Context: an optimization exercise on an open-source flow, tuned for small area, a short achievable clock period and few clock cycles per item. The choices shown serve that exercise and are no tape-out recipe. In this exercise RTL edits were held to simulation tests only and were not proved equivalent to the original. Power is estimated from default activity; no workload was simulated.

==> design.v <==
`default_nettype none
module wm_block_blender #(
    parameter  int DATA_W = 8,
    parameter  int MAX_M  = 8,
    localparam int IDX_W  = $clog2(MAX_M * MAX_M)
) (
    input  wire logic              clk,
    input  wire logic              rst,
    input  wire logic [IDX_W-1:0]  cfg_m,
    input  wire logic [DATA_W:0]   cfg_bthr,
    input  wire logic [7:0]        cfg_amin,
    input  wire logic [7:0]        cfg_amax,
    input  wire logic [7:0]        cfg_bmin,
    input  wire logic [7:0]        cfg_bmax,
    input  wire logic              s_valid,
    output logic                   s_ready,
    input  wire logic [DATA_W-1:0] s_data,
    output logic                   m_valid,
    input  wire logic              m_ready,
    output logic [DATA_W-1:0]      m_data,
    output logic                   m_last,
    output logic                   busy,
    output logic                   err
);
    localparam int GAP_D = 11;
    localparam int GAP_S = 4;
    logic       rdy_q;
    logic       st_first, st_w, st_last;
    logic [2:0] st_col, st_row;      
    logic [5:0] ac;                  
    logic [2:0] cnt;                 
    logic [2:0] nopen;               
    logic       err_q, busy_q;
    logic [2:0] mm1;                 
    logic       pw2;                 
    logic [8:0] bthr;
    logic [7:0] bmin, bmax;
    logic [6:0] nsq;                 
    logic       xfer, bad, xfer_p, xfer_w, first_ok, cap;
    logic       cfg_one;             
    logic [6:0] cfg_nsq;
    function automatic logic gt8(input logic [7:0] a, input logic [7:0] b);
        logic [7:0] g, e;
        logic [3:0] g1, e1;
        logic [1:0] g2, e2;
        g = a & ~b;
        e = ~(a ^ b);
        for (int i = 0; i < 4; i++) begin
            g1[i] = g[2*i+1] | (e[2*i+1] & g[2*i]);
            e1[i] = e[2*i+1] & e[2*i];
        end
        for (int i = 0; i < 2; i++) begin
            g2[i] = g1[2*i+1] | (e1[2*i+1] & g1[2*i]);
            e2[i] = e1[2*i+1] & e1[2*i];
        end
        gt8 = g2[1] | (e2[1] & g2[0]);
    endfunction
    always_comb begin
        xfer = s_valid && rdy_q;
        cfg_one = (cfg_m[2:0] == 3'd1);
        bad  = (cfg_m == 6'd0) || (cfg_m[5:3] != 3'd0 && cfg_m[2:0] != 3'd0) ||
               (cfg_m[5:4] != 2'd0) ||
               gt8(cfg_amin, cfg_amax) || gt8(cfg_bmin, cfg_bmax);
        first_ok = st_first && !bad;
        cap    = xfer && st_first;
        xfer_p = xfer && (st_first || !st_w);
        xfer_w = xfer && !st_first && st_w;
        case (cfg_m[2:0])
            3'd1:    cfg_nsq = 7'd1;
            3'd2:    cfg_nsq = 7'd4;
            3'd3:    cfg_nsq = 7'd9;
            3'd4:    cfg_nsq = 7'd16;
            3'd5:    cfg_nsq = 7'd25;
            3'd6:    cfg_nsq = 7'd36;
            3'd7:    cfg_nsq = 7'd49;
            default: cfg_nsq = 7'd64;
        endcase
    end
    logic [511:0] ring;
    logic         a_p, a_first, a_colnz, a_rownz;
    logic [7:0]   a_d;
    logic [7:0]   tap_up, tap_p, upq;
    always_comb begin
        case (mm1)
            3'd0: tap_up = ring[511:504];
            3'd1: tap_up = ring[7:0];
            3'd2: tap_up = ring[15:8];
            3'd3: tap_up = ring[23:16];
            3'd4: tap_up = ring[31:24];
            3'd5: tap_up = ring[39:32];
            3'd6: tap_up = ring[47:40];
            default: tap_up = ring[55:48];
        endcase
        case (mm1)
            3'd0: tap_p = ring[8*((1  + GAP_S - 2) % 64) +: 8];
            3'd1: tap_p = ring[8*((4  + GAP_S - 2) % 64) +: 8];
            3'd2: tap_p = ring[8*((9  + GAP_D - 2) % 64) +: 8];
            3'd3: tap_p = ring[8*((16 + GAP_S - 2) % 64) +: 8];
            3'd4: tap_p = ring[8*((25 + GAP_D - 2) % 64) +: 8];
            3'd5: tap_p = ring[8*((36 + GAP_D - 2) % 64) +: 8];
            3'd6: tap_p = ring[8*((49 + GAP_D - 2) % 64) +: 8];
            default: tap_p = ring[8*((64 + GAP_S - 2) % 64) +: 8];
        endcase
    end
    always_ff @(posedge clk) begin
        ring <= {ring[503:0], a_p ? a_d : ring[511:504]};
        a_d  <= s_data;
        upq  <= tap_up;
    end
    logic [8:0]  g_sum;
    logic [7:0]  d_left, d_up;
    logic [13:0] sp;
    logic [16:0] dg, dg_d;
    logic        g_v, g_first;
    logic [8:0]  g_q;
    logic        ge;
    function automatic logic [7:0] absdiff(input logic [7:0] x, input logic [7:0] y);
        logic [8:0] t;
        t = {1'b0, x} - {1'b0, y};
        absdiff = t[8] ? (8'd0 - t[7:0]) : t[7:0];
    endfunction
    always_comb begin
        d_left = a_colnz ? absdiff(a_d, ring[7:0]) : 8'd0;
        d_up   = a_rownz ? absdiff(a_d, upq)       : 8'd0;
        g_sum  = {1'b0, d_left} + {1'b0, d_up};
        dg_d   = g_v ? (g_first ? 17'd0 : dg) + {8'd0, g_q} - {8'd0, bthr} : dg;
        ge     = !dg_d[16];
    end
    logic [7:0]  dv;
    logic        qs, q2;
    logic [7:0]  uq, dev, cdev;
    logic [13:0] sp_s2;
    function automatic logic [13:0] div2(input logic [13:0] x, input logic [6:0] n);
        logic [6:0] t;
        logic [7:0] d;
        t = {x[13:8], x[7]};
        d = {1'b0, t} - {1'b0, n};
        div2 = d[7] ? {t[5:0], x[6:0], 1'b0} : {d[5:0], x[6:0], 1'b1};
    endfunction
    always_comb sp_s2 = div2(sp, nsq);
    always_comb begin
        case (mm1)
            3'd0:    uq = sp[7:0];
            3'd1:    uq = sp[9:2];
            3'd3:    uq = sp[11:4];
            3'd7:    uq = sp[13:6];
            default: uq = sp[7:0];    
        endcase
        dev   = ge ? 8'd0   : (uq[7] ? {1'b0, uq[6:0]} : (8'd128 - uq));
        cdev  = ge ? 8'd128 : (uq[7] ? (8'd0 - uq) : uq);
    end
    function automatic logic [8:0] add8(input logic [7:0] a, input logic [7:0] b);
        logic [7:0] g, p, gg, pp, gn, pn;
        g = a & b;
        p = a ^ b;
        gg = g;
        pp = p;
        for (int k = 1; k < 8; k = k * 2) begin
            for (int i = 0; i < 8; i++) begin
                if (i >= k) begin
                    gn[i] = gg[i] | (pp[i] & gg[i-k]);
                    pn[i] = pp[i] & pp[i-k];
                end else begin
                    gn[i] = gg[i];
                    pn[i] = pp[i];
                end
            end
            gg = gn;
            pp = pn;
        end
        add8 = {gg[7], p ^ {gg[6:0], 1'b0}};
    endfunction
    logic [13:0] sp_acc;
    logic [5:0]  sp_hi1;
    logic [8:0]  sp_lo;
    always_comb begin
        sp_hi1 = sp[13:8] + 6'd1;
        sp_lo  = add8(st_first ? 8'd0 : sp[7:0], s_data);
        if (st_first)      sp_acc = {6'd0, s_data};
        else if (sp_lo[8]) sp_acc = {sp_hi1, sp_lo[7:0]};
        else               sp_acc = {sp[13:8], sp_lo[7:0]};
    end
    always_ff @(posedge clk) begin
        if (xfer && (st_first || !st_w)) sp <= sp_acc;
        else if (dv != 8'd0) sp <= sp_s2;
        g_q <= g_sum;
        dg  <= dg_d;
    end
    logic [7:0]  x1, x2, y1, y2;
    logic        o_pix, o_last, o_ka;
    logic [16:0] csa_r0, csa_r1, b_r0, b_r1, b_q;
    logic        b_pix, b_last, b_ka, b_kb;
    logic [7:0]  b_sat;
    logic cs1, cs2, cs3, cs4, cs5, cs6, cs7, cs8, cs9, cs10, cs11, cs12, cs13, cs14, cs15, cs16, cs17, cs18, cs19, cs20, cs21, cs22, cs23, cs24, cs25, cs26, cs27, cs28, cs29, cs30, cs31, cs32, cs33, cs34, cs35, cs36, cs37, cs38, cs39, cs40, cs41, cs42, cs43, cs44, cs45, cs46, cs47, cs48, cs49, cs50, cs51, cs52, cs53, cs54, cs55, cs56, cs57, cs58, cs59, cs60, cs61, cs62, cs63, cs64, cs65, cs66, cs67, cs68, cs69, cs70, cs71, cs72, cs73, cs74, cs75, cs76, cs77, cs78, cs79, cs80, cs81, cs82, cs83, cs84, cs85, cs86, cs87, cs88, cs89, cs90, cs91, cs92, cs93, cs94, cs95, cs96, cs97, cs98, cs99, cs100, cs101, cs102, cs103, cs104, cs105, cs106, cs107, cs108, cs109, cs110, cs111, cs112, cs113, cs114, cs115, cs116, cs117, cs118, cs119, cs120, cs121, cs122, cs123, cs124, cs125, cs126, cs127, cs128, cs129, cs130, cs131, cs132, cs133, cs134, cs135, cs136, cs137, cs138, cs139, cs140, cs141, cs142, cs143, cs144, cs145, cs146, cs147, cs148, cs149, cs150, cs151, cs152, cs153, cs154, cs155, cs156, cs157, cs158, cs159, cs160, cs161, cs162, cs163, cs164, cs165, cs166, cs167, cs168, cs169, cs170, cs171, cs172, cs173, cs174, cs175, cs176, cs177, cs178, cs179, cs180, cs181, cs182, cs183, cs184, cs185, cs186, cs187, cs188, cs189, cs190, cs191, cs192, cs193, cs194, cs195, cs196, cs197, cs198, cs199, cs200, cs201, cs202, cs203, cs204, cs205, cs206, cs207, cs208, cs209, cs210, cs211, cs212, cs213, cs214, cs215, cs216, cs217, cs218, cs219, cs220, cs221, cs222, cs223, cs224, cs225, cs226, cs227, cs228, cs229, cs230, cs231, cs232, cs233, cs234, cs235, cs236, cs237, cs238, cs239, cs240, cs241, cs242, cs243, cs244, cs245, cs246, cs247, cs248, cs249, cs250, cs251, cs252, cs253, cs254, cs255, cs256, cs257, cs258, cs259, cs260, cs261, cs262, cs263, cs264, cs265, cs266, cs267, cs268, cs269, cs270, cs271, cs272, cs273, cs274, cs275, cs276, cs277, cs278, cs279, cs280, cs281, cs282, cs283, cs284, cs285, cs286, cs287, cs288, cs289, cs290, cs291, cs292, cs293, cs294, cs295, cs296, cs297, cs298, cs299, cs300, cs301, cs302, cs303, cs304, cs305, cs306, cs307, cs308, cs309, cs310, cs311, cs312, cs313, cs314, cs315, cs316, cs317, cs318, cs319, cs320, cs321, cs322, cs323, cs324, cs325, cs326, cs327, cs328, cs329, cs330, cs331, cs332, cs333, cs334, cs335, cs336, cs337, cs338;
    always_comb begin
        cs1 = x1[0] & y1[0];
        cs2 = x2[0] & y2[0];
        cs3 = x1[0] & y1[1];
        cs4 = x1[1] & y1[0];
        cs5 = x2[0] & y2[1];
        cs6 = x2[1] & y2[0];
        cs7 = x1[0] & y1[2];
        cs8 = x1[1] & y1[1];
        cs9 = x1[2] & y1[0];
        cs10 = x2[0] & y2[2];
        cs11 = x2[1] & y2[1];
        cs12 = x2[2] & y2[0];
        cs13 = x1[0] & y1[3];
        cs14 = x1[1] & y1[2];
        cs15 = x1[2] & y1[1];
        cs16 = x1[3] & y1[0];
        cs17 = x2[0] & y2[3];
        cs18 = x2[1] & y2[2];
        cs19 = x2[2] & y2[1];
        cs20 = x2[3] & y2[0];
        cs21 = x1[0] & y1[4];
        cs22 = x1[1] & y1[3];
        cs23 = x1[2] & y1[2];
        cs24 = x1[3] & y1[1];
        cs25 = x1[4] & y1[0];
        cs26 = x2[0] & y2[4];
        cs27 = x2[1] & y2[3];
        cs28 = x2[2] & y2[2];
        cs29 = x2[3] & y2[1];
        cs30 = x2[4] & y2[0];
        cs31 = x1[0] & y1[5];
        cs32 = x1[1] & y1[4];
        cs33 = x1[2] & y1[3];
        cs34 = x1[3] & y1[2];
        cs35 = x1[4] & y1[1];
        cs36 = x1[5] & y1[0];
        cs37 = x2[0] & y2[5];
        cs38 = x2[1] & y2[4];
        cs39 = x2[2] & y2[3];
        cs40 = x2[3] & y2[2];
        cs41 = x2[4] & y2[1];
        cs42 = x2[5] & y2[0];
        cs43 = x1[0] & y1[6];
        cs44 = x1[1] & y1[5];
        cs45 = x1[2] & y1[4];
        cs46 = x1[3] & y1[3];
        cs47 = x1[4] & y1[2];
        cs48 = x1[5] & y1[1];
        cs49 = x1[6] & y1[0];
        cs50 = x2[0] & y2[6];
        cs51 = x2[1] & y2[5];
        cs52 = x2[2] & y2[4];
        cs53 = x2[3] & y2[3];
        cs54 = x2[4] & y2[2];
        cs55 = x2[5] & y2[1];
        cs56 = x2[6] & y2[0];
        cs57 = x1[0] & y1[7];
        cs58 = x1[1] & y1[6];
        cs59 = x1[2] & y1[5];
        cs60 = x1[3] & y1[4];
        cs61 = x1[4] & y1[3];
        cs62 = x1[5] & y1[2];
        cs63 = x1[6] & y1[1];
        cs64 = x1[7] & y1[0];
        cs65 = x2[0] & y2[7];
        cs66 = x2[1] & y2[6];
        cs67 = x2[2] & y2[5];
        cs68 = x2[3] & y2[4];
        cs69 = x2[4] & y2[3];
        cs70 = x2[5] & y2[2];
        cs71 = x2[6] & y2[1];
        cs72 = x2[7] & y2[0];
        cs73 = x1[1] & y1[7];
        cs74 = x1[2] & y1[6];
        cs75 = x1[3] & y1[5];
        cs76 = x1[4] & y1[4];
        cs77 = x1[5] & y1[3];
        cs78 = x1[6] & y1[2];
        cs79 = x1[7] & y1[1];
        cs80 = x2[1] & y2[7];
        cs81 = x2[2] & y2[6];
        cs82 = x2[3] & y2[5];
        cs83 = x2[4] & y2[4];
        cs84 = x2[5] & y2[3];
        cs85 = x2[6] & y2[2];
        cs86 = x2[7] & y2[1];
        cs87 = x1[2] & y1[7];
        cs88 = x1[3] & y1[6];
        cs89 = x1[4] & y1[5];
        cs90 = x1[5] & y1[4];
        cs91 = x1[6] & y1[3];
        cs92 = x1[7] & y1[2];
        cs93 = x2[2] & y2[7];
        cs94 = x2[3] & y2[6];
        cs95 = x2[4] & y2[5];
        cs96 = x2[5] & y2[4];
        cs97 = x2[6] & y2[3];
        cs98 = x2[7] & y2[2];
        cs99 = x1[3] & y1[7];
        cs100 = x1[4] & y1[6];
        cs101 = x1[5] & y1[5];
        cs102 = x1[6] & y1[4];
        cs103 = x1[7] & y1[3];
        cs104 = x2[3] & y2[7];
        cs105 = x2[4] & y2[6];
        cs106 = x2[5] & y2[5];
        cs107 = x2[6] & y2[4];
        cs108 = x2[7] & y2[3];
        cs109 = x1[4] & y1[7];
        cs110 = x1[5] & y1[6];
        cs111 = x1[6] & y1[5];
        cs112 = x1[7] & y1[4];
        cs113 = x2[4] & y2[7];
        cs114 = x2[5] & y2[6];
        cs115 = x2[6] & y2[5];
        cs116 = x2[7] & y2[4];
        cs117 = x1[5] & y1[7];
        cs118 = x1[6] & y1[6];
        cs119 = x1[7] & y1[5];
        cs120 = x2[5] & y2[7];
        cs121 = x2[6] & y2[6];
        cs122 = x2[7] & y2[5];
        cs123 = x1[6] & y1[7];
        cs124 = x1[7] & y1[6];
        cs125 = x2[6] & y2[7];
        cs126 = x2[7] & y2[6];
        cs127 = x1[7] & y1[7];
        cs128 = x2[7] & y2[7];
        cs129 = cs43 ^ cs44;
        cs130 = cs43 & cs44;
        cs131 = cs57 ^ cs58 ^ cs59;
        cs132 = (cs57 & cs58) | (cs57 & cs59) | (cs58 & cs59);
        cs133 = cs60 ^ cs61 ^ cs62;
        cs134 = (cs60 & cs61) | (cs60 & cs62) | (cs61 & cs62);
        cs135 = cs73 ^ cs74 ^ cs75;
        cs136 = (cs73 & cs74) | (cs73 & cs75) | (cs74 & cs75);
        cs137 = cs76 ^ cs77;
        cs138 = cs76 & cs77;
        cs139 = cs87 ^ cs88;
        cs140 = cs87 & cs88;
        cs141 = cs21 ^ cs22;
        cs142 = cs21 & cs22;
        cs143 = cs31 ^ cs32 ^ cs33;
        cs144 = (cs31 & cs32) | (cs31 & cs33) | (cs32 & cs33);
        cs145 = cs34 ^ cs35 ^ cs36;
        cs146 = (cs34 & cs35) | (cs34 & cs36) | (cs35 & cs36);
        cs147 = cs129 ^ cs45 ^ cs46;
        cs148 = (cs129 & cs45) | (cs129 & cs46) | (cs45 & cs46);
        cs149 = cs47 ^ cs48 ^ cs49;
        cs150 = (cs47 & cs48) | (cs47 & cs49) | (cs48 & cs49);
        cs151 = cs50 ^ cs51 ^ cs52;
        cs152 = (cs50 & cs51) | (cs50 & cs52) | (cs51 & cs52);
        cs153 = cs130 ^ cs131 ^ cs133;
        cs154 = (cs130 & cs131) | (cs130 & cs133) | (cs131 & cs133);
        cs155 = cs63 ^ cs64 ^ cs65;
        cs156 = (cs63 & cs64) | (cs63 & cs65) | (cs64 & cs65);
        cs157 = cs66 ^ cs67 ^ cs68;
        cs158 = (cs66 & cs67) | (cs66 & cs68) | (cs67 & cs68);
        cs159 = cs69 ^ cs70;
        cs160 = cs69 & cs70;
        cs161 = cs132 ^ cs134 ^ cs135;
        cs162 = (cs132 & cs134) | (cs132 & cs135) | (cs134 & cs135);
        cs163 = cs137 ^ cs78 ^ cs79;
        cs164 = (cs137 & cs78) | (cs137 & cs79) | (cs78 & cs79);
        cs165 = cs80 ^ cs81 ^ cs82;
        cs166 = (cs80 & cs81) | (cs80 & cs82) | (cs81 & cs82);
        cs167 = cs83 ^ cs84 ^ cs85;
        cs168 = (cs83 & cs84) | (cs83 & cs85) | (cs84 & cs85);
        cs169 = cs136 ^ cs138 ^ cs139;
        cs170 = (cs136 & cs138) | (cs136 & cs139) | (cs138 & cs139);
        cs171 = cs89 ^ cs90 ^ cs91;
        cs172 = (cs89 & cs90) | (cs89 & cs91) | (cs90 & cs91);
        cs173 = cs92 ^ cs93 ^ cs94;
        cs174 = (cs92 & cs93) | (cs92 & cs94) | (cs93 & cs94);
        cs175 = cs95 ^ cs96 ^ cs97;
        cs176 = (cs95 & cs96) | (cs95 & cs97) | (cs96 & cs97);
        cs177 = cs140 ^ cs99 ^ cs100;
        cs178 = (cs140 & cs99) | (cs140 & cs100) | (cs99 & cs100);
        cs179 = cs101 ^ cs102 ^ cs103;
        cs180 = (cs101 & cs102) | (cs101 & cs103) | (cs102 & cs103);
        cs181 = cs104 ^ cs105 ^ cs106;
        cs182 = (cs104 & cs105) | (cs104 & cs106) | (cs105 & cs106);
        cs183 = cs109 ^ cs110 ^ cs111;
        cs184 = (cs109 & cs110) | (cs109 & cs111) | (cs110 & cs111);
        cs185 = cs13 ^ cs14 ^ cs15;
        cs186 = (cs13 & cs14) | (cs13 & cs15) | (cs14 & cs15);
        cs187 = cs141 ^ cs23 ^ cs24;
        cs188 = (cs141 & cs23) | (cs141 & cs24) | (cs23 & cs24);
        cs189 = cs25 ^ cs26 ^ cs27;
        cs190 = (cs25 & cs26) | (cs25 & cs27) | (cs26 & cs27);
        cs191 = cs142 ^ cs143 ^ cs145;
        cs192 = (cs142 & cs143) | (cs142 & cs145) | (cs143 & cs145);
        cs193 = cs37 ^ cs38 ^ cs39;
        cs194 = (cs37 & cs38) | (cs37 & cs39) | (cs38 & cs39);
        cs195 = cs40 ^ cs41;
        cs196 = cs40 & cs41;
        cs197 = cs144 ^ cs146 ^ cs147;
        cs198 = (cs144 & cs146) | (cs144 & cs147) | (cs146 & cs147);
        cs199 = cs149 ^ cs151 ^ cs53;
        cs200 = (cs149 & cs151) | (cs149 & cs53) | (cs151 & cs53);
        cs201 = cs54 ^ cs55 ^ cs56;
        cs202 = (cs54 & cs55) | (cs54 & cs56) | (cs55 & cs56);
        cs203 = cs148 ^ cs150 ^ cs152;
        cs204 = (cs148 & cs150) | (cs148 & cs152) | (cs150 & cs152);
        cs205 = cs153 ^ cs155 ^ cs157;
        cs206 = (cs153 & cs155) | (cs153 & cs157) | (cs155 & cs157);
        cs207 = cs159 ^ cs71 ^ cs72;
        cs208 = (cs159 & cs71) | (cs159 & cs72) | (cs71 & cs72);
        cs209 = cs154 ^ cs156 ^ cs158;
        cs210 = (cs154 & cs156) | (cs154 & cs158) | (cs156 & cs158);
        cs211 = cs160 ^ cs161 ^ cs163;
        cs212 = (cs160 & cs161) | (cs160 & cs163) | (cs161 & cs163);
        cs213 = cs165 ^ cs167 ^ cs86;
        cs214 = (cs165 & cs167) | (cs165 & cs86) | (cs167 & cs86);
        cs215 = cs162 ^ cs164 ^ cs166;
        cs216 = (cs162 & cs164) | (cs162 & cs166) | (cs164 & cs166);
        cs217 = cs168 ^ cs169 ^ cs171;
        cs218 = (cs168 & cs169) | (cs168 & cs171) | (cs169 & cs171);
        cs219 = cs173 ^ cs175 ^ cs98;
        cs220 = (cs173 & cs175) | (cs173 & cs98) | (cs175 & cs98);
        cs221 = cs170 ^ cs172 ^ cs174;
        cs222 = (cs170 & cs172) | (cs170 & cs174) | (cs172 & cs174);
        cs223 = cs176 ^ cs177 ^ cs179;
        cs224 = (cs176 & cs177) | (cs176 & cs179) | (cs177 & cs179);
        cs225 = cs181 ^ cs107 ^ cs108;
        cs226 = (cs181 & cs107) | (cs181 & cs108) | (cs107 & cs108);
        cs227 = cs178 ^ cs180 ^ cs182;
        cs228 = (cs178 & cs180) | (cs178 & cs182) | (cs180 & cs182);
        cs229 = cs183 ^ cs112 ^ cs113;
        cs230 = (cs183 & cs112) | (cs183 & cs113) | (cs112 & cs113);
        cs231 = cs114 ^ cs115 ^ cs116;
        cs232 = (cs114 & cs115) | (cs114 & cs116) | (cs115 & cs116);
        cs233 = cs184 ^ cs117 ^ cs118;
        cs234 = (cs184 & cs117) | (cs184 & cs118) | (cs117 & cs118);
        cs235 = cs119 ^ cs120 ^ cs121;
        cs236 = (cs119 & cs120) | (cs119 & cs121) | (cs120 & cs121);
        cs237 = cs7 ^ cs8 ^ cs9;
        cs238 = (cs7 & cs8) | (cs7 & cs9) | (cs8 & cs9);
        cs239 = cs185 ^ cs16 ^ cs17;
        cs240 = (cs185 & cs16) | (cs185 & cs17) | (cs16 & cs17);
        cs241 = cs18 ^ cs19;
        cs242 = cs18 & cs19;
        cs243 = cs186 ^ cs187 ^ cs189;
        cs244 = (cs186 & cs187) | (cs186 & cs189) | (cs187 & cs189);
        cs245 = cs28 ^ cs29 ^ cs30;
        cs246 = (cs28 & cs29) | (cs28 & cs30) | (cs29 & cs30);
        cs247 = cs188 ^ cs190 ^ cs191;
        cs248 = (cs188 & cs190) | (cs188 & cs191) | (cs190 & cs191);
        cs249 = cs193 ^ cs195 ^ cs42;
        cs250 = (cs193 & cs195) | (cs193 & cs42) | (cs195 & cs42);
        cs251 = cs192 ^ cs194 ^ cs196;
        cs252 = (cs192 & cs194) | (cs192 & cs196) | (cs194 & cs196);
        cs253 = cs197 ^ cs199 ^ cs201;
        cs254 = (cs197 & cs199) | (cs197 & cs201) | (cs199 & cs201);
        cs255 = cs198 ^ cs200 ^ cs202;
        cs256 = (cs198 & cs200) | (cs198 & cs202) | (cs200 & cs202);
        cs257 = cs203 ^ cs205 ^ cs207;
        cs258 = (cs203 & cs205) | (cs203 & cs207) | (cs205 & cs207);
        cs259 = cs204 ^ cs206 ^ cs208;
        cs260 = (cs204 & cs206) | (cs204 & cs208) | (cs206 & cs208);
        cs261 = cs209 ^ cs211 ^ cs213;
        cs262 = (cs209 & cs211) | (cs209 & cs213) | (cs211 & cs213);
        cs263 = cs210 ^ cs212 ^ cs214;
        cs264 = (cs210 & cs212) | (cs210 & cs214) | (cs212 & cs214);
        cs265 = cs215 ^ cs217 ^ cs219;
        cs266 = (cs215 & cs217) | (cs215 & cs219) | (cs217 & cs219);
        cs267 = cs216 ^ cs218 ^ cs220;
        cs268 = (cs216 & cs218) | (cs216 & cs220) | (cs218 & cs220);
        cs269 = cs221 ^ cs223 ^ cs225;
        cs270 = (cs221 & cs223) | (cs221 & cs225) | (cs223 & cs225);
        cs271 = cs222 ^ cs224 ^ cs226;
        cs272 = (cs222 & cs224) | (cs222 & cs226) | (cs224 & cs226);
        cs273 = cs227 ^ cs229 ^ cs231;
        cs274 = (cs227 & cs229) | (cs227 & cs231) | (cs229 & cs231);
        cs275 = cs228 ^ cs230 ^ cs232;
        cs276 = (cs228 & cs230) | (cs228 & cs232) | (cs230 & cs232);
        cs277 = cs233 ^ cs235 ^ cs122;
        cs278 = (cs233 & cs235) | (cs233 & cs122) | (cs235 & cs122);
        cs279 = cs234 ^ cs236 ^ cs123;
        cs280 = (cs234 & cs236) | (cs234 & cs123) | (cs236 & cs123);
        cs281 = cs124 ^ cs125 ^ cs126;
        cs282 = (cs124 & cs125) | (cs124 & cs126) | (cs125 & cs126);
        cs283 = cs3 ^ cs4;
        cs284 = cs3 & cs4;
        cs285 = cs237 ^ cs10 ^ cs11;
        cs286 = (cs237 & cs10) | (cs237 & cs11) | (cs10 & cs11);
        cs287 = cs238 ^ cs239 ^ cs241;
        cs288 = (cs238 & cs239) | (cs238 & cs241) | (cs239 & cs241);
        cs289 = cs240 ^ cs242 ^ cs243;
        cs290 = (cs240 & cs242) | (cs240 & cs243) | (cs242 & cs243);
        cs291 = cs244 ^ cs246 ^ cs247;
        cs292 = (cs244 & cs246) | (cs244 & cs247) | (cs246 & cs247);
        cs293 = cs248 ^ cs250 ^ cs251;
        cs294 = (cs248 & cs250) | (cs248 & cs251) | (cs250 & cs251);
        cs295 = cs252 ^ cs254 ^ cs255;
        cs296 = (cs252 & cs254) | (cs252 & cs255) | (cs254 & cs255);
        cs297 = cs256 ^ cs258 ^ cs259;
        cs298 = (cs256 & cs258) | (cs256 & cs259) | (cs258 & cs259);
        cs299 = cs260 ^ cs262 ^ cs263;
        cs300 = (cs260 & cs262) | (cs260 & cs263) | (cs262 & cs263);
        cs301 = cs264 ^ cs266 ^ cs267;
        cs302 = (cs264 & cs266) | (cs264 & cs267) | (cs266 & cs267);
        cs303 = cs268 ^ cs270 ^ cs271;
        cs304 = (cs268 & cs270) | (cs268 & cs271) | (cs270 & cs271);
        cs305 = cs272 ^ cs274 ^ cs275;
        cs306 = (cs272 & cs274) | (cs272 & cs275) | (cs274 & cs275);
        cs307 = cs276 ^ cs278 ^ cs279;
        cs308 = (cs276 & cs278) | (cs276 & cs279) | (cs278 & cs279);
        cs309 = cs280 ^ cs282 ^ cs127;
        cs310 = (cs280 & cs282) | (cs280 & cs127) | (cs282 & cs127);
        cs311 = cs283 ^ cs5;
        cs312 = cs283 & cs5;
        cs313 = cs284 ^ cs285 ^ cs12;
        cs314 = (cs284 & cs285) | (cs284 & cs12) | (cs285 & cs12);
        cs315 = cs286 ^ cs287 ^ cs20;
        cs316 = (cs286 & cs287) | (cs286 & cs20) | (cs287 & cs20);
        cs317 = cs288 ^ cs289 ^ cs245;
        cs318 = (cs288 & cs289) | (cs288 & cs245) | (cs289 & cs245);
        cs319 = cs290 ^ cs291 ^ cs249;
        cs320 = (cs290 & cs291) | (cs290 & cs249) | (cs291 & cs249);
        cs321 = cs292 ^ cs293 ^ cs253;
        cs322 = (cs292 & cs293) | (cs292 & cs253) | (cs293 & cs253);
        cs323 = cs294 ^ cs295 ^ cs257;
        cs324 = (cs294 & cs295) | (cs294 & cs257) | (cs295 & cs257);
        cs325 = cs296 ^ cs297 ^ cs261;
        cs326 = (cs296 & cs297) | (cs296 & cs261) | (cs297 & cs261);
        cs327 = cs298 ^ cs299 ^ cs265;
        cs328 = (cs298 & cs299) | (cs298 & cs265) | (cs299 & cs265);
        cs329 = cs300 ^ cs301 ^ cs269;
        cs330 = (cs300 & cs301) | (cs300 & cs269) | (cs301 & cs269);
        cs331 = cs302 ^ cs303 ^ cs273;
        cs332 = (cs302 & cs303) | (cs302 & cs273) | (cs303 & cs273);
        cs333 = cs304 ^ cs305 ^ cs277;
        cs334 = (cs304 & cs305) | (cs304 & cs277) | (cs305 & cs277);
        cs335 = cs306 ^ cs307 ^ cs281;
        cs336 = (cs306 & cs307) | (cs306 & cs281) | (cs307 & cs281);
        cs337 = cs308 ^ cs309 ^ cs128;
        cs338 = (cs308 & cs309) | (cs308 & cs128) | (cs309 & cs128);
        csa_r0 = {1'b0, cs338, cs336, cs334, cs332, cs330, cs328, cs326, cs324, cs322, cs320, cs318, cs316, cs314, cs312, cs311, cs1};
        csa_r1 = {1'b0, cs310, cs337, cs335, cs333, cs331, cs329, cs327, cs325, cs323, cs321, cs319, cs317, cs315, cs313, cs6, cs2};
    end
    always_comb begin
        b_q   = b_r0 + b_r1;
        b_sat = (b_q[16:15] != 2'b00) ? 8'hFF : b_q[14:7];
    end
    always_ff @(posedge clk) begin
        if (cap) begin
            x1 <= cfg_amax;
            x2 <= cfg_amin;
        end else if (o_ka) begin
            x1 <= bmin;
            x2 <= bmax;
        end else begin
            if (b_ka) x1 <= b_q[14:7];
            if (b_kb) x2 <= b_q[14:7];
        end
        if (q2 || o_ka) begin
            y1 <= cdev;
            y2 <= dev;
        end else begin
            y1 <= tap_p;
            y2 <= s_data;
        end
        b_r0 <= csa_r0;
        b_r1 <= csa_r1;
    end
    logic [8:0] fb0, fb1, fb2;
    logic [1:0] fh, ft, fc;
    logic       oxfer, out_free, buf_pop, buf_push;
    logic [8:0] fb_head, b_item;
    logic [2:0] cnt_nx;
    logic [2:0] nopen_nx;
    logic [5:0] ac_nx;
    logic       first_nx, w_nx;
    always_comb begin
        oxfer    = m_valid && m_ready;
        out_free = !m_valid || m_ready;
        b_item   = {b_last, b_sat};
        case (fh)
            2'd0:    fb_head = fb0;
            2'd1:    fb_head = fb1;
            default: fb_head = fb2;
        endcase
        buf_pop  = out_free && (fc != 2'd0);
        buf_push = b_pix && !(out_free && (fc == 2'd0));
    end
    always_ff @(posedge clk) begin
        if (out_free) {m_last, m_data} <= (fc != 2'd0) ? fb_head : b_item;
        if (buf_push) begin
            case (ft)
                2'd0:    fb0 <= b_item;
                2'd1:    fb1 <= b_item;
                default: fb2 <= b_item;
            endcase
        end
    end
    logic       inc_open, dec_open, busy_nx, rdy_nx, rdy0, rdy1;
    logic [2:0] cnt_p1, cnt_m1, nopen_p1, nopen_m1, nopen_ok;
    always_comb begin
        cnt_p1   = cnt + 3'd1;
        cnt_m1   = cnt - 3'd1;
        nopen_p1 = nopen + 3'd1;
        nopen_m1 = nopen - 3'd1;
        inc_open = cap;
        dec_open = oxfer && m_last;
        case ({xfer_w, oxfer})
            2'b10:   cnt_nx = cnt_p1;
            2'b01:   cnt_nx = cnt_m1;
            default: cnt_nx = cnt;
        endcase
        nopen_ok = err_q ? nopen_m1 : nopen;
        case ({inc_open, dec_open || err_q})
            2'b10:   nopen_nx = nopen_p1;
            2'b01:   nopen_nx = nopen_m1;
            default: nopen_nx = nopen;
        endcase
        if (inc_open && err_q && dec_open) nopen_nx = nopen_m1;
        if (!inc_open && err_q && dec_open) nopen_nx = nopen - 3'd2;
        busy_nx = (inc_open && !bad) || (dec_open ? (nopen_ok > 3'd1) : (nopen_ok != 3'd0));
        rdy0 = st_first || ((ac == 6'd63) && (!st_w || oxfer || (cnt <= 3'd3)));
        rdy1 = st_first ? (cfg_m[2:0] != 3'd1)
             : (!st_w ? !st_last
                      : (st_last || (oxfer ? (cnt <= 3'd3) : (cnt <= 3'd2))));
        rdy_nx = xfer ? rdy1 : rdy0;
        first_nx = st_first;
        w_nx     = st_w;
        ac_nx    = ac + 6'd1;
        if (xfer) begin
            ac_nx = 6'd0;
            if (st_first) begin
                first_nx = bad;
                w_nx     = cfg_one;
                if (cfg_one) ac_nx = 6'(64 - GAP_S);
            end else if (!st_w) begin
                if (st_last) begin
                    w_nx  = 1'b1;
                    ac_nx = pw2 ? 6'(64 - GAP_S) : 6'(64 - GAP_D);
                end
            end else if (st_last) begin
                first_nx = 1'b1;
            end
        end
    end
    always_ff @(posedge clk or negedge rst) begin
        if (!rst) begin
            rdy_q <= 1'b0;
            st_first <= 1'b1;
            cnt <= '0; nopen <= '0; err_q <= 1'b0; busy_q <= 1'b0;
            a_p <= 1'b0; g_v <= 1'b0; dv <= '0; qs <= 1'b0; q2 <= 1'b0;
            o_pix <= 1'b0; o_ka <= 1'b0;
            b_pix <= 1'b0; b_ka <= 1'b0; b_kb <= 1'b0;
            m_valid <= 1'b0;
            fh <= '0; ft <= '0; fc <= '0;
        end else begin
            rdy_q    <= rdy_nx;
            st_first <= first_nx;
            cnt      <= cnt_nx;
            nopen    <= nopen_nx;
            busy_q   <= busy_nx;
            err_q    <= xfer && st_first && bad;
            a_p      <= xfer_p;
            g_v      <= a_p;
            dv       <= {dv[6:0], xfer && !st_first && !st_w && st_last && !pw2};
            qs       <= xfer && (st_first ? (!bad && cfg_one) : (!st_w && st_last && pw2));
            q2       <= dv[7] || qs;
            o_pix    <= xfer_w;
            o_ka     <= q2;
            b_pix    <= o_pix;
            b_ka     <= o_ka;
            b_kb     <= b_ka;
            if (out_free) m_valid <= (fc != 2'd0) || b_pix;
            if (buf_pop)  fh <= (fh == 2'd2) ? 2'd0 : fh + 2'd1;
            if (buf_push) ft <= (ft == 2'd2) ? 2'd0 : ft + 2'd1;
            fc <= fc + {1'b0, buf_push} - {1'b0, buf_pop};
        end
    end
    always_ff @(posedge clk) begin
        st_w <= w_nx;
        ac   <= ac_nx;
        if (xfer) begin
            if (st_first) begin
                st_col  <= (cfg_m[2:0] == 3'd1) ? 3'd0 : 3'd1;
                st_row  <= 3'd0;
                st_last <= (cfg_m[2:0] == 3'd1);
            end else if (!st_w && st_last) begin
                st_col  <= 3'd0;
                st_row  <= 3'd0;
                st_last <= 1'b0;             
            end else begin
                if (st_col == mm1) begin
                    st_col <= 3'd0;
                    st_row <= st_row + 3'd1;
                end else begin
                    st_col <= st_col + 3'd1;
                end
                st_last <= (st_col != mm1) && (st_col + 3'd1 == mm1) && (st_row == mm1);
            end
        end
        a_first <= st_first;
        g_first <= a_first;
        a_colnz <= !st_first && (st_col != 3'd0);
        a_rownz <= !st_first && (st_row != 3'd0);
        o_last  <= st_last;
        b_last  <= o_last;
        if (cap) begin
            mm1  <= cfg_m[2:0] - 3'd1;
            pw2  <= (cfg_m[2:0] == 3'd1) || (cfg_m[2:0] == 3'd2) ||
                    (cfg_m[2:0] == 3'd4) || (cfg_m[2:0] == 3'd0);
            nsq  <= cfg_nsq;
            bthr <= cfg_bthr;
            bmin <= cfg_bmin;
            bmax <= cfg_bmax;
        end
    end
    always_comb begin
        s_ready = rdy_q;
        busy    = busy_q;
        err     = err_q;
    end
endmodule
`default_nettype wire
==> flow/run.sh <==
#!/bin/bash
# Own flow: the standard ORFS flow (standard.sh) with two changes in how
# the layout is made; the clock, its period and the I/O constraints are
# unchanged:
#  * timing repair is asked to leave extra setup slack (SETUP_SLACK_MARGIN),
#  * the port buffers are sky130_fd_sc_hd__buf_4 cells.
set -euo pipefail
export SETUP_SLACK_MARGIN=9.5
export BUFFER_PORTS_ARGS="-buffer_cell sky130_fd_sc_hd__buf_4"
bash standard.sh > standard.log 2>&1
==> standard.sh <==
#!/bin/bash
# synth_recipe.tcl (not shown) runs the flow's synth.tcl, then flattens the netlist and writes it again
# the make line also repeats each setting of config.mk as NAME=value (left out here)
make -C /OpenROAD-flow-scripts/flow DESIGN_CONFIG=/design/flow/config.mk WORK_HOME=/design/flow/orfs CLKGATE_MAP_FILE= SYNTH_SCRIPT=/design/flow/synth_recipe.tcl "${@:-finish}"
==> config.mk <==
export PLATFORM = sky130hd
export DESIGN_NAME = wm_block_blender
export DESIGN_NICKNAME = wm_block_blender
export VERILOG_FILES = /design/flow/design.v
export SDC_FILE = /design/flow/constraint.sdc
export NUM_CORES = 4
export LEC_CHECK = 0
export ABC_AREA = 1
export CAP_MARGIN = 20
export CORE_MARGIN = 2
export CORE_UTILIZATION = 50
export CTS_CLUSTER_DIAMETER = 100
export CTS_CLUSTER_SIZE = 28
export SLEW_MARGIN = 20
export TNS_END_PERCENT = 10
==> constraint.sdc <==
create_clock -name core_clock -period 13.0 [get_ports {clk}]
set_input_delay 2.6000 -clock core_clock [delete_from_list [all_inputs] [get_ports {clk}]]
set_output_delay 2.6000 -clock core_clock [all_outputs]
set_load 0.01 [all_outputs]
==> results of run 1 <==
[sequential cells by signal (all words and copies together), names as in the netlist, 9 cells and up]
register  count
fb0           9
fb2           9
fb1           9
bthr          9
g_q           9
ring        512
sp           14
dg           17
b_r0         16
b_r1         16
[kinds of logic (layout without fill, tap and decap cells)]
family          Yosys count  after routing  synth area share (%)
compound gates          260            260                  5.72
xor+xnor                 58             58                  1.82
buf+inv                 474            551                  6.55
flops                   757            757                  59.4
mux                       6              6                 0.242
simple gates            884            884                  13.2
fa+ha+maj               225            225                  13.1
[timing repair]
action                     in CTS  in global routing
gates resized for setup        18                 23
setup endpoints to repair      82                112
setup buffers                   9                  4
pin swaps                       8                 24
[synth_stat cells (12+ instances only)]
cell type                  number  area (sq um)
sky130_fd_sc_hd__dfxtp_1      598         12000
sky130_fd_sc_hd__nand2_1      545          2050
sky130_fd_sc_hd__inv_1        406          1520
sky130_fd_sc_hd__nor2_1       158           593
sky130_fd_sc_hd__edfxtp_1     125          3750
sky130_fd_sc_hd__ha_1         115          1440
sky130_fd_sc_hd__fa_1         110          2200
sky130_fd_sc_hd__nand3_1      109           546
sky130_fd_sc_hd__a21oi_1       84           420
sky130_fd_sc_hd__o21ai_0       66           330
sky130_fd_sc_hd__clkbuf_1      49           184
sky130_fd_sc_hd__xor2_1        41           359
sky130_fd_sc_hd__dfrtp_1       33           826
sky130_fd_sc_hd__nand4_1       26           163
sky130_fd_sc_hd__o22ai_1       22           138
sky130_fd_sc_hd__xnor2_1       17           149
sky130_fd_sc_hd__a221oi_1      16           140
sky130_fd_sc_hd__o211ai_1      14           105
sky130_fd_sc_hd__or2_2         12          75.1
[cells in the final DEF, fill, tap and decap left out, types with 6 or more instances in the layout]
| cell | count |
|---|---|
| sky130_fd_sc_hd__a31oi_1 | 10 |
| sky130_fd_sc_hd__ha_1 | 112 |
| sky130_fd_sc_hd__fa_2 | 12 |
| sky130_fd_sc_hd__inv_1 | 396 |
| sky130_fd_sc_hd__xnor2_1 | 17 |
| sky130_fd_sc_hd__a221oi_1 | 16 |
| sky130_fd_sc_hd__o21bai_1 | 11 |
| sky130_fd_sc_hd__nand3_1 | 109 |
| sky130_fd_sc_hd__buf_4 | 86 |
| sky130_fd_sc_hd__dfxtp_1 | 595 |
| sky130_fd_sc_hd__a21oi_1 | 83 |
| sky130_fd_sc_hd__o211ai_1 | 14 |
| sky130_fd_sc_hd__mux2_2 | 6 |
| sky130_fd_sc_hd__o22ai_1 | 22 |
| sky130_fd_sc_hd__clkbuf_16 | 36 |
| sky130_fd_sc_hd__nor3_1 | 8 |
| sky130_fd_sc_hd__xor2_1 | 41 |
| sky130_fd_sc_hd__nor2_1 | 157 |
| sky130_fd_sc_hd__or2_2 | 12 |
| sky130_fd_sc_hd__nand2_1 | 541 |
| sky130_fd_sc_hd__dfrtp_1 | 32 |
| sky130_fd_sc_hd__nand3b_1 | 9 |
| sky130_fd_sc_hd__edfxtp_1 | 125 |
| sky130_fd_sc_hd__fa_1 | 98 |
| sky130_fd_sc_hd__inv_2 | 12 |
| sky130_fd_sc_hd__nand4_1 | 26 |
| sky130_fd_sc_hd__o21ai_0 | 64 |
[per-layer routing]
| layer | share of wire (%) | vias to the layer above | GRT usage, % |
|---|---|---|---|
| li1 | - | 8526 | - |
| met1 | 47 | 8262 | 27.4 |
| met2 | 46 | 362 | 33.3 |
| met3 | 4.6 | 90 | 2.71 |
| met4 | 2.8 | 2 | 6.66 |
| met5 | 0.023 | - | 0 |
[through the flow]
step                      setup slack, ns  util (%)
after CTS                            9.12      55.1
final                                9.16      55.2
after floorplan                      8.68         -
after detailed placement             8.42      53.0
after global placement               8.42      53.0
after global routing                 9.10      55.2
[worst min-delay path by stage]
| stage | start | end |
|---|---|---|
| 2_1_floorplan | o_last$_DFF_P_ | b_last$_DFF_P_ |
| 3_3_place_gp | ring[447]$_DFF_P_ | ring[455]$_DFF_P_ |
| 3_5_place_dp | ring[161]$_DFF_P_ | ring[169]$_DFF_P_ |
| 4_1_cts | ring[382]$_DFF_P_ | ring[390]$_DFF_P_ |
| 5_1_grt | ring[384]$_DFF_P_ | ring[392]$_DFF_P_ |
| 6_report | ring[382]$_DFF_P_ | ring[390]$_DFF_P_ |
[report_power, final]
| group | total (mW) | switching (mW) | internal [mW] | leakage [nW] |
|---|---|---|---|---|
| registers | 3.32 | 0.319 | 3.01 | 6.48 |
| clock network | 1.26 | 0.731 | 0.530 | 0.507 |
| logic | 3.32 | 2.05 | 1.28 | 6.94 |
| total | 7.91 | 3.10 | 4.81 | 13.9 |
[area by class of cell]
cell class	instances	area [sq um]
Sequential cell	757	16600
Tap cell	748	936
Timing Repair Buffer	90	694
Clock buffer	39	922
Inverter	412	1560
Fill cell	4899	24700
Clock inverter	10	134
Multi-Input combinational cell	1433	9600
==> metrics list, run 1 <==
* Share of final-layout standard cells stronger than drive strength 1: 7.99%
- Across the run, the number of max-cap violations was 0.
- The routed layout has 17.2k vias.
- At the pin with the least slew margin, the transition time is 0.871 ns.
* Post-layout instance area: 30400 sq um
* First-pass GRT wire length: 90300 um
* Class of the tightest hold or removal check: reg2reg
- Routability Congestion: 0.886
- Library cell contributing the largest single delay on the critical path: sky130_fd_sc_hd__edfxtp_1
- Detailed-router iteration count before antenna repair: 5
- The clock passes through at most 3 buffers.
- Type of destination of the critical path: output pin
- Once placement completed, the tool counted placed cells totaling 3427.
- Run status: timing/DRC/antenna clean
- The count of nets left with antenna violations once routing finished came out at 0.
- After the flow finishes, the layout carries non-filler instances totaling 3489.
- The setup check on the worst reg-to-reg path leaves a slack of 9.19 ns.
- Number of warning messages in the yosys log: 1
- Die area: 57700 sq um
- Cells traversed along the worst timing path: buf_6
- The worst pin sits at a relative slew slack of 41.7%.
- In this run, synthesis inferred 125 flip-flops with an integrated enable.
- STA puts the critical path data arrival time at 1.24 ns.
- Area of the mapped netlist: 27900 sq um
* Routed WL per cell: 16.1 um
- Power spread over the standard cell area amounts to 260 nW/um^2.
- Counting instances, the worst hold path has a depth of 0.
* Shortest clock period the worst path allows after layout: 3.84 ns
- The tree built by TritonCTS fans out to 757 sinks.
* Port buffer count: 71
- Ports placed on the boundary: 72
- Category of the most critical setup path: reg2out
* Pins Over Slew Limit: 0
* TNS Setup: 0 ns
- Overall Global Routing Usage: 20.1%
* Clock latency of the later-clocked register in the worst-skew pair: 0.61 ns
- The startpoint identified for the worst register-to-register timing path is x1[3]$_DFFE_PP_.
- Averaged over all synthesized cells, the footprint is 10.5 sq um.
- Based on the critical path, the design can be clocked at up to 0.261 GHz.
- 0 antenna diodes ended up in the layout.
- Post-Route WL: 56200 um
* Half-perimeter wire length after placement: 40900 um
- Global-route congestion overflow total: 0
* Setup-failing EPs final: 0
- For the worst setup path, the data required time is 10.40 ns.
* Setup skew after layout: 0.0443 ns
- Hold WS: 0.304 ns
- Clock tree from TritonCTS: yes
* Placed instance area: 29200 sq um
* Unrepaired setup endpoints after global routing: yes
* R2R cell count: 11
* Post-synth net total: 2948
- The H-tree generated during clock tree synthesis spans 2 levels.
- The die is 240 um tall.
- Overall power of the completed layout: 7.91 mW
- Startpoint type of the worst setup path: flop
* Via-to-Cell Ratio: 4.94
* Buffer and inverter count on the worst path: 1
- After clock tree synthesis, the clock-pin slew on the worst setup and hold paths is 0.11 ns.
- VDD IR max: 0.144 mV
* Worst stage delay on the critical path: 0.47 ns
* Largest net degree at the start of global routing: 41
* Share of flip-flops with an asynchronous set or reset after synthesis: 4.49%
- The number of different library cells used by synthesis comes to 59.
* Final period util: 29.5%
- Cell chosen for the clock root: sky130_fd_sc_hd__clkbuf_16
- Relative to the synthesized area, the layout overhead comes to 9.09%.
- Synth Flop Type: sky130_fd_sc_hd__dfxtp_1
- Number of design rule violations left after detail routing: 0
- For this run, the register share of the synthesized area comes to 59.4%.
- Number of rows created at floorplan: 86
* Source of the critical timing path: m_last$_DFFE_PP_
- The initial antenna violation count is 3.
- Among cell families on the critical path, the largest total delay comes from flip-flops.
- Buffers inserted during clock tree synthesis total 35.
- In the final design database the tool counted 3013 nets.
* Critical path depth: 1
- Leakage power summed over all cells: 13.9 nW
- Once the floorplan was initialized, standard cells occupied 50.6% of the core.
- Die Width: 240 um
* Post-synthesis register bit count: 757
* Termination of the worst setup path: m_last
- Total of hold buffers inserted after clock tree synthesis: 0
- The final hold violation count came to 0.
* Worst-path maximum fanout: 2
* Gate count after technology mapping: 2664
- Core area: 55100 sq um
- In this run, the number of DRC markers left after iteration 0 of detailed routing was 902.
- Number of global-route vias before repair: 17.2k
* Critical R2R Capture: b_r1[9]$_DFF_P_
Testbench counts, summed over its fixed seeds: cycles 17,040, items 7,956.
==> run 2, diff against run 1 <==
--- a/config.mk
+++ b/config.mk
@@ -9,7 +9,7 @@
 export CAP_MARGIN = 20
 export CORE_MARGIN = 2
-export CORE_UTILIZATION = 50
+export CORE_UTILIZATION = 55
 export CTS_CLUSTER_DIAMETER = 100
 export CTS_CLUSTER_SIZE = 28
 export SLEW_MARGIN = 20
-export TNS_END_PERCENT = 10
+export TNS_END_PERCENT = 5
==> run 2 against run 1 <==
Effect of this change: still clean; setup slack got worse by 0.020 ns; core utilization increased by 5.2 points; via count rose by 0.37%; cell area decreased by 0.60%; fmax is 0.51% lower; synthesized area stayed put; register-to-register slack worse by 0.04 ns; sequential share of layout area up 0.33 points; combinational power is essentially flat; clock-buffer cell count down 1; largest power group unchanged.
==> metrics list, run 2 <==
- Run status: timing/DRC/antenna clean
- Sink Count: 757
- Unrepaired setup endpoints after global routing: yes
- Half-perimeter wire length after placement: 41500 um
* Core area: 50100 sq um
- Setup violations remaining at the end of the flow were counted as 0.
- The synthesized design spends more area on one cell type than any other, namely sky130_fd_sc_hd__dfxtp_1.
- Final number of hold-violating endpoints: 0
* P&R area growth vs syn: 8.43%
* Number of DRC markers after the initial detailed-route iteration: 1093
- Yosys instantiated no cell more often than sky130_fd_sc_hd__dfxtp_1.
- Dividing the final minimum period by the clock period gives 29.7%.
- Placed instance area: 29100 sq um
- OpenSTA, run right after detailed placement, puts the worst setup slack at 8.26 ns.
- Final-stage net count: 3010
* Most area-consuming cells after synthesis: sky130_fd_sc_hd__dfxtp_1 (43%), sky130_fd_sc_hd__edfxtp_1 (13%), sky130_fd_sc_hd__fa_1 (7.9%)
- The number of global-route vias before repair came to 17.4k.
- The number of buffers and inverters on the critical path is 1.
- Worst Slack Setup Final: 9.14 ns
* Biggest regs: ring x512, dg x17
* CTS clock-pin slew for the worst setup and hold paths: 0.11 ns
- The congestion estimate from routability-driven global placement came to 0.878.
- Number of warning messages in the yosys log: 1
- Power comes to 7.90 mW.
- Distinct cell type count after synthesis: 59
- Clock Power Share: 15.7%
- First-pass GRT wire length: 91700 um
- Avg Cell Area, Syn: 10.5 sq um
- Of the cells placed in the final design, the portion with a size suffix greater than 1 is 7.42%.
- Post-synthesis register bit count: 757
* Actual slew at the worst max-slew pin: 0.965 ns
- Area share of the largest cell type after synthesis: 42.9%
- Fin util: 60.4%
- Category of the most critical setup path: reg2out
- Type of destination of the critical path: output pin
- Synth Flop Type: sky130_fd_sc_hd__dfxtp_1
- The cell area that synthesis handed to floorplanning was 27900 sq um.
- Sequential cells burn 42.3% of the power.
- Startpoint type of the worst setup path: flop
- The clock passes through at most 3 buffers.
- The synthesized design contains 125 enable-type register cells.
- Detailed-router iteration count before antenna repair: 7
- Count of vias placed by the detailed router: 17.3k
* Post-DRT Antenna Nets: 0
* Post-synth net total: 2948
* Share of flip-flops with an asynchronous set or reset after synthesis: 4.49%
* Class of the tightest hold or removal check: reg2reg
- Post-layout instance area: 30200 sq um
- Number of design rule violations left after detail routing: 0
- After detailed routing, the number of vias per cell comes to 5.08.
* Highest achievable clock rate: 0.259 GHz
- Die area: 52500 sq um
* TNS Setup: 0 ns
- Max Cap Violations: 0
- Combinational fraction of design power: 42.1%
* Worst stage delay on the critical path: 0.50 ns
- Register ranked first by flip-flop count: ring
- The root buffer cell chosen for the clock tree is sky130_fd_sc_hd__clkbuf_16.
* Seq/Total Area, Yosys: 59.4%
* Shortest clock period the worst path allows after layout: 3.86 ns
- Largest register FFs: 512
- Cell internal power was estimated by the tool at 4.80 mW.
- Fraction of power spent switching nets: 39.2%
- The critical path goes through buf_6.
* Ports placed on the boundary: 72
- Top post-synthesis cells by count: sky130_fd_sc_hd__dfxtp_1 (598), sky130_fd_sc_hd__nand2_1 (545), sky130_fd_sc_hd__inv_1 (406)
- Library cell contributing the largest single delay on the critical path: sky130_fd_sc_hd__edfxtp_1
* Total net switching power: 3.09 mW
- Number of H-tree branching levels: 2
* Family with the most delay on the worst path: flip-flops
- The floorplan step set the die height to 229 um.
- Worst-path maximum fanout: 2
* Setup skew after layout: 0.0281 ns
* Worst relative slew slack: 35.4%
- The library cell used most frequently in the layout, excluding fill and tap cells, is sky130_fd_sc_hd__dfxtp_1.
- Entering global routing, the biggest net connects 41 pins.
* Clock tree from TritonCTS: yes
- IR analysis of the VDD net gives a maximum drop of 0.146 mV.
- Data required time at the worst endpoint: 10.40 ns
* Most frequent cells in the layout: sky130_fd_sc_hd__dfxtp_1 (595), sky130_fd_sc_hd__nand2_1 (543), sky130_fd_sc_hd__inv_1 (398), sky130_fd_sc_hd__nor2_1 (154), sky130_fd_sc_hd__edfxtp_1 (125)
* Power density cells: 261 nW/um^2
- Clock tree synthesis inserted a total of 34 buffers.
- After detailed routing, the average wire length per cell comes to 16.7 um.
- After technology mapping, the gate count stands at 2664.
* Port buffer count: 71
- Critical path data arrival time: 1.26 ns
- In this run the horizontal extent of the chip is 229 um.
- Clock latency of the later-clocked register in the worst-skew pair: 0.58 ns
- Overall Global Routing Usage: 22.2%
* Antenna violations before repair: 1
* Number of rows created at floorplan: 82
- The initial utilization of the core area, before any placement, comes to 55.7%.
* Number of diodes added for antenna fixing: 0
- Total of hold buffers inserted after clock tree synthesis: 0
- For this run the aggregate overflow at the end of global routing stands at 0.
- The routed design has 57000 um of wire.
* Pins Over Slew Limit: 0
- Leakage power summed over all cells: 13.9 nW
## run 2: cell count changes in the layout (fill, tap and decap cells not counted), moves of 2 or more
cell,previous run,this run
sky130_fd_sc_hd__fa_1,98,104
sky130_fd_sc_hd__nand2_1,541,543
sky130_fd_sc_hd__nor2_4,2,4
sky130_fd_sc_hd__inv_2,12,10
sky130_fd_sc_hd__nor2_2,4,6
sky130_fd_sc_hd__nor2_1,157,154
sky130_fd_sc_hd__buf_4,86,84
sky130_fd_sc_hd__clkinvlp_4,3,0
sky130_fd_sc_hd__fa_2,12,6
sky130_fd_sc_hd__inv_1,396,398
sky130_fd_sc_hd__inv_6,3,1
## run 2: kinds of logic (layout without fill, tap and decap cells)
family / Yosys count / count (layout) / synth area share [%]
adder cells (fa/ha/maj): 225 / 225 / 13.1
XOR/XNOR: 58 / 58 / 1.82
AND/OR/NAND/NOR: 884 / 885 / 13.2
buffers and inverters: 474 / 545 / 6.55
multiplexers: 6 / 6 / 0.242
AO/OA/AOI/OAI: 260 / 260 / 5.72
flip-flops: 757 / 757 / 59.4
## run 2: cell type report
cell class                      count  area, sq um
Fill cell                        4385        19800
Tap cell                          672          841
Clock inverter                      8          125
Clock buffer                       38          887
Sequential cell                   757        16600
Multi-Input combinational cell   1434         9590
Timing Repair Buffer               87          668
Inverter                          412         1550
## run 2: final timing paths
path | startpoint | slack, ns | cells past startpoint | to
worst max-delay path | m_last$_DFFE_PP_ | 9.14 | 1 | m_last
worst min-delay path | ring[389]$_DFF_P_ | 0.31 | 0 | ring[397]$_DFF_P_
worst max register to register | x1[3]$_DFFE_PP_ | 9.15 | 11 | b_r1[9]$_DFF_P_
worst min register to register | ring[389]$_DFF_P_ | 0.31 | 0 | ring[397]$_DFF_P_
max in group asynchronous | rst | 10.64 | 1 | st_first$_DFFE_PN1P_
min in group asynchronous | rst | 1.98 | 1 | b_kb$_DFF_PN0_
## run 2: power groups by stage
stage / combinational (mW) / sequential [mW] / clock, mW
3_5_place_dp: 3.29 / 3.39 / 0
6_report: 3.32 / 3.34 / 1.24
4_1_cts: 3.34 / 3.34 / 1.28
3_3_place_gp: 3.21 / 3.38 / 0
5_1_grt: 3.89 / 3.38 / 1.36
2_1_floorplan: 2.51 / 3.18 / 0
## run 2: metal layers
| metal | part of all wire, % | global-route usage, % | wire (um) | vias to the layer above |
|---|---|---|---|---|
| met1 | 46 | 30.0 | 26100 | 8346 |
| met5 | 0 | 0 | 0 | - |
| met4 | 3.0 | 7.39 | 1690 | 0 |
| met2 | 47 | 36.9 | 26700 | 362 |
| met3 | 4.6 | 3.15 | 2620 | 83 |
| li1 | - | - | - | 8514 |
## run 2: repair_timing
action                                  in CTS  in global routing
pin swaps                                    1                 16
gates resized for setup                     10                 21
endpoints found under the setup margin      86                111
gates cloned                                 1                  0
buffers inserted                             5                  6
## run 2: stage by stage
stage / hold slack (ns) / std cells
floorplan: 0.310 / 2664
global placement: 0.310 / 3350
detailed placement: 0.312 / 3350
CTS: 0.310 / 3402
global route: 0.323 / 3408
finish: 0.311 / 3408
==> run 3, diff against run 2 <==
--- a/design.v
+++ b/design.v
@@ -39,5 +39,4 @@
     logic       xfer, bad, xfer_p, xfer_w, first_ok, cap;
     logic       cfg_one;             
-    logic [6:0] cfg_nsq;
     function automatic logic gt8(input logic [7:0] a, input logic [7:0] b);
         logic [7:0] g, e;
@@ -66,13 +65,10 @@
         xfer_p = xfer && (st_first || !st_w);
         xfer_w = xfer && !st_first && st_w;
-        case (cfg_m[2:0])
-            3'd1:    cfg_nsq = 7'd1;
-            3'd2:    cfg_nsq = 7'd4;
-            3'd3:    cfg_nsq = 7'd9;
-            3'd4:    cfg_nsq = 7'd16;
-            3'd5:    cfg_nsq = 7'd25;
-            3'd6:    cfg_nsq = 7'd36;
-            3'd7:    cfg_nsq = 7'd49;
-            default: cfg_nsq = 7'd64;
+        case (mm1)
+            3'd2:    nsq = 7'd9;
+            3'd4:    nsq = 7'd25;
+            3'd5:    nsq = 7'd36;
+            3'd6:    nsq = 7'd49;
+            default: nsq = 7'd64;        
         endcase
     end
@@ -702,5 +698,4 @@
             pw2  <= (cfg_m[2:0] == 3'd1) || (cfg_m[2:0] == 3'd2) ||
                     (cfg_m[2:0] == 3'd4) || (cfg_m[2:0] == 3'd0);
-            nsq  <= cfg_nsq;
             bthr <= cfg_bthr;
             bmin <= cfg_bmin;
--- a/config.mk
+++ b/config.mk
@@ -9,7 +9,7 @@
 export CAP_MARGIN = 20
 export CORE_MARGIN = 2
-export CORE_UTILIZATION = 55
+export CORE_UTILIZATION = 50
 export CTS_CLUSTER_DIAMETER = 100
 export CTS_CLUSTER_SIZE = 28
 export SLEW_MARGIN = 20
-export TNS_END_PERCENT = 5
+export TNS_END_PERCENT = 10
==> run 3 against run 2 <==
Effect of this change: fmax up 0.43%; die area grew 8.5%; synthesized area decreased by 1.2%; total power up 4.1%; setup slack better by 0.017 ns; critical path type unchanged.
==> metrics list, run 3 <==
* Biggest area consumer among synthesized cells: sky130_fd_sc_hd__dfxtp_1
- After layout, the worst path uses 29.5% of the clock period.
- Detailed routing inserted a total of 17.2k vias.
- Top post-synthesis cells by count: sky130_fd_sc_hd__dfxtp_1 (598), sky130_fd_sc_hd__nand2_1 (561), sky130_fd_sc_hd__inv_1 (393)
- FF-to-FF setup slack: 9.23 ns
* Via-to-Cell Ratio: 5.01
- Largest register FFs: 512
* Max Cap Violations: 0
* Most area-consuming cells after synthesis: sky130_fd_sc_hd__dfxtp_1 (43%), sky130_fd_sc_hd__edfxtp_1 (13%), sky130_fd_sc_hd__fa_1 (8.0%)
- Commonest non-fill, non-tap cell in the layout: sky130_fd_sc_hd__dfxtp_1
* Reg-to-Reg Start: x1[3]$_DFFE_PP_
* Starting utilization of the core area: 50.3%
- The initial antenna violation count came to 0.
- Once detail routing completed, the nets flagged for antenna violations numbered 0.
* P&R area growth vs syn: 9.60%
* Total of hold buffers inserted after clock tree synthesis: 0
- Category of the most critical setup path: reg2out
- Number of global-route vias before repair: 16.8k
* Shortest clock period the worst path allows after layout: 3.84 ns
- Actual slew at the worst max-slew pin: 0.937 ns
* Final-stage net count: 3000
- Largest net degree at the start of global routing: 38
- The worst setup path is launched from a flop.
* Gate count after technology mapping: 2637
- Number of rows created at floorplan: 86
- Post-synthesis register bit count: 751
- Sink Count: 751
- Xor and xnor fraction of the mapped netlist area: 1.81%
- Share of flip-flops with an asynchronous set or reset after synthesis: 4.53%
- The most critical setup path has its endpoint at m_last.
- At the worst endpoint, the arrival time is 1.24 ns.
- In this run the vertical extent of the chip is 239 um.
* Family with the most delay on the worst path: flip-flops
- Number of H-tree branching levels: 2
- The core region is 54800 sq um.
- Biggest regs: ring x512, dg x17
* Leakage power summed over all cells: 13.9 nW
* Class of the tightest hold or removal check: reg2reg
- Cells traversed along the worst timing path: buf_6
- Most frequent cells in the layout: sky130_fd_sc_hd__dfxtp_1 (595), sky130_fd_sc_hd__nand2_1 (556), sky130_fd_sc_hd__inv_1 (377), sky130_fd_sc_hd__nor2_1 (142), sky130_fd_sc_hd__edfxtp_1 (119)
* VDD IR max: 0.150 mV
- Total CTS buffers: 35
* Share of final-layout standard cells stronger than drive strength 1: 8.75%
- In this run the critical register-to-register path is captured at b_r1[9]$_DFF_P_.
- On the final layout, the worst clock skew is 0.0274 ns.
- The later pin in the worst-skew pair is clocked with a latency of 0.59 ns.
- Setup repair after global routing could not meet its margin everywhere.
- Avg Cell Area, Syn: 10.4 sq um
- The synthesized netlist occupies a cell area of 27600 sq um.
- The first detailed-routing pass took 5 iterations.
* Clock buffer depth: 3
* Pins Over Slew Limit: 0
* Worst-path maximum fanout: 2
* R2R cell count: 10
- Worst stage delay on the critical path: 0.48 ns
- Number of DRC markers after the initial detailed-route iteration: 939
* Cell chosen for the clock root: sky130_fd_sc_hd__clkbuf_16
- Cell with the most instances after synthesis: sky130_fd_sc_hd__dfxtp_1
- For this run, the number of Yosys warnings is 1.
- Run status: timing/DRC/antenna clean
* Post-Route WL: 55700 um
- Global-route congestion overflow total: 0
- Of the total synthesized cell area, the portion taken by AND, OR, NAND and NOR gates is 13.2%.
* Source of the critical timing path: m_last$_DFFE_PP_
- STA classifies the critical path endpoint as an output pin.
* Register ranked first by flip-flop count: ring
- Power density cells: 272 nW/um^2
* Ports placed on the boundary: 72
* Post-synthesis mux area share: 0.163%
- From left edge to right edge, the die measures 239 um.
* Library cell contributing the largest single delay on the critical path: sky130_fd_sc_hd__edfxtp_1
* Worst relative slew slack: 37.3%
- The top cell type by area accounts for 43.5% of the synthesized area.
* Routability Congestion: 0.875
- Hold WS: 0.316 ns
- The first global-routing pass estimated 88200 um of wire.
- In the routed design, unresolved DRC markers number 0.
- The synthesized netlist devotes 13.1% of its cell area to adder and majority cells.
- Setup-failing EPs final: 0
- When the netlist entered floorplanning its net count stood at 2919.
- Yosys mapped a number of flops with a built-in enable equal to 119.
- For this run, the top clock speed supported by timing is 0.260 GHz.
- Seq/Total Area, Yosys: 59.5%
- The final hold violation count was 0.
* Synth Flop Type: sky130_fd_sc_hd__dfxtp_1
- Fin util: 55.1%
- TNS Setup: 0 ns
* Dominant combinational cell family by area after synthesis: simple AND/OR/NAND/NOR gates
- Overall Global Routing Usage: 19.8%
- After legalization and detailed placement, the total HPWL measured 40500 um.
* Data required time at the worst endpoint: 10.40 ns
* Distinct cell type count after synthesis: 51
- Port buffer count: 71
- Overall power of the completed layout: 8.22 mW
* Die area: 57000 sq um
* Clock tree from TritonCTS: yes
- Critical path depth: 1
- Together, buffers and inverters on the worst path number 1.
* Routed WL per cell: 16.2 um
- CTS clock-pin slew for the worst setup and hold paths: 0.11 ns
- The synthesized netlist devotes 5.84% of its cell area to compound gates.
run 3: changes by cell type after synthesis, sizes merged, moves of 4 or more:
cell / previous run / this run
o221ai: 4 / 0
nor2: 164 / 159
xor2: 41 / 36
nand3: 111 / 103
xnor2: 17 / 21
or2: 12 / 8
nand2: 550 / 565
a21oi: 85 / 89
a21o: 2 / 6
inv: 409 / 397
edfxtp: 125 / 119
nor3: 9 / 13
run 3: logic make-up (layout without fill, tap and decap cells):
family                     Yosys count  in the layout
muxes                                4              4
other                                0              1
xor gates and xnor gates            57             57
buffers and inverters              458            550
AOI/OAI and AO/OA                  265            265
DFF                                751            751
adders and majority gates          223            223
and+or+nand+nor                    879            880
run 3: layer usage:
| metal | vias to the layer above | GRT usage, % | wire (um) |
|---|---|---|---|
| met5 | - | 0 | 0 |
| met3 | 89 | 2.82 | 2870 |
| met2 | 399 | 31.1 | 24900 |
| li1 | 8476 | - | - |
| met4 | 0 | 6.59 | 1440 |
| met1 | 8247 | 28.1 | 26500 |
run 3: cell type report:
cell class              instances  area (sq um)
clock buffers                  38           908
inverters                     399          1500
clock inverters                11           151
multi-input cells            1429          9550
diodes                          1          2.50
fillers                      4844         24600
flip-flops and latches        751         16400
well taps                     704           881
repair buffers                102           795
run 3: metrics by stage:
step           instance area, sq um  worst slack (ns)  instances
4_1_cts                       30000              9.12       3419
5_1_grt                       30200              9.12       3434
2_1_floorplan                 27600              8.69       2637
3_5_place_dp                  28800              8.22       3358
3_3_place_gp                  28800              8.13       3358
6_report                      30200              9.16       3435
run 3: worst min path at each step:
stage                                  from                 to  slack (ns)  cells past startpoint
final                     ring[333]$_DFF_P_  ring[341]$_DFF_P_        0.32                      0
after CTS                  ring[77]$_DFF_P_   ring[85]$_DFF_P_        0.32                      0
after floorplan              o_last$_DFF_P_     b_last$_DFF_P_        0.31                      0
after global placement    ring[268]$_DFF_P_  ring[276]$_DFF_P_        0.31                      0
after detailed placement  ring[170]$_DFF_P_  ring[178]$_DFF_P_        0.31                      0
after global routing      ring[333]$_DFF_P_  ring[341]$_DFF_P_        0.32                      0
run 3: what timing repair did:
action                                  4_1_cts  5_1_grt
gates cloned                                  0        2
gates resized for setup                      15       38
endpoints found under the setup margin      116      149
setup buffers                                12       13
pin swaps                                     9       21
run 3: power breakdown:
part / switching (mW) / total, mW / internal, mW
Clock: 0.718 / 1.25 / 0.536
Sequential: 0.344 / 3.37 / 3.02
Combinational: 2.19 / 3.60 / 1.41
Testbench counts of run 3, summed over its fixed seeds: cycles 17,040, items 7,956.

## what the ideal ports hide
How much do the figures lean on ideal ports? The routed layouts below were timed once more, with nothing changed but the port constraints. Step 1 assumes that a clkbuf_16 drives the clock port and a buf_2 every other input. Step 2 times the ports against the registers' clock, not the clock port: input delays grow and output delays shrink by t, the midpoint of the rising clock arrivals with the driver on. Slacks: ideal ports / drivers / drivers and shift; pairs: ideal ports / drivers.
run	shift t [ns]	setup slack, ns	clock arrival spread, ns	cell pins on the clock port's net
run 1	0.641	9.164 / 9.109 / 8.604	0.046 / 0.047	1
run 2	0.633	9.144 / 9.085 / 8.507	0.040 / 0.039	1
run 3	0.641	9.161 / 9.101 / 8.498	0.033 / 0.033	1
After both steps setup and hold are still met in every run listed. For run 3, which loses most, drivers alone change the setup slack by -0.060 ns; drivers and shift together by -0.663 ns.
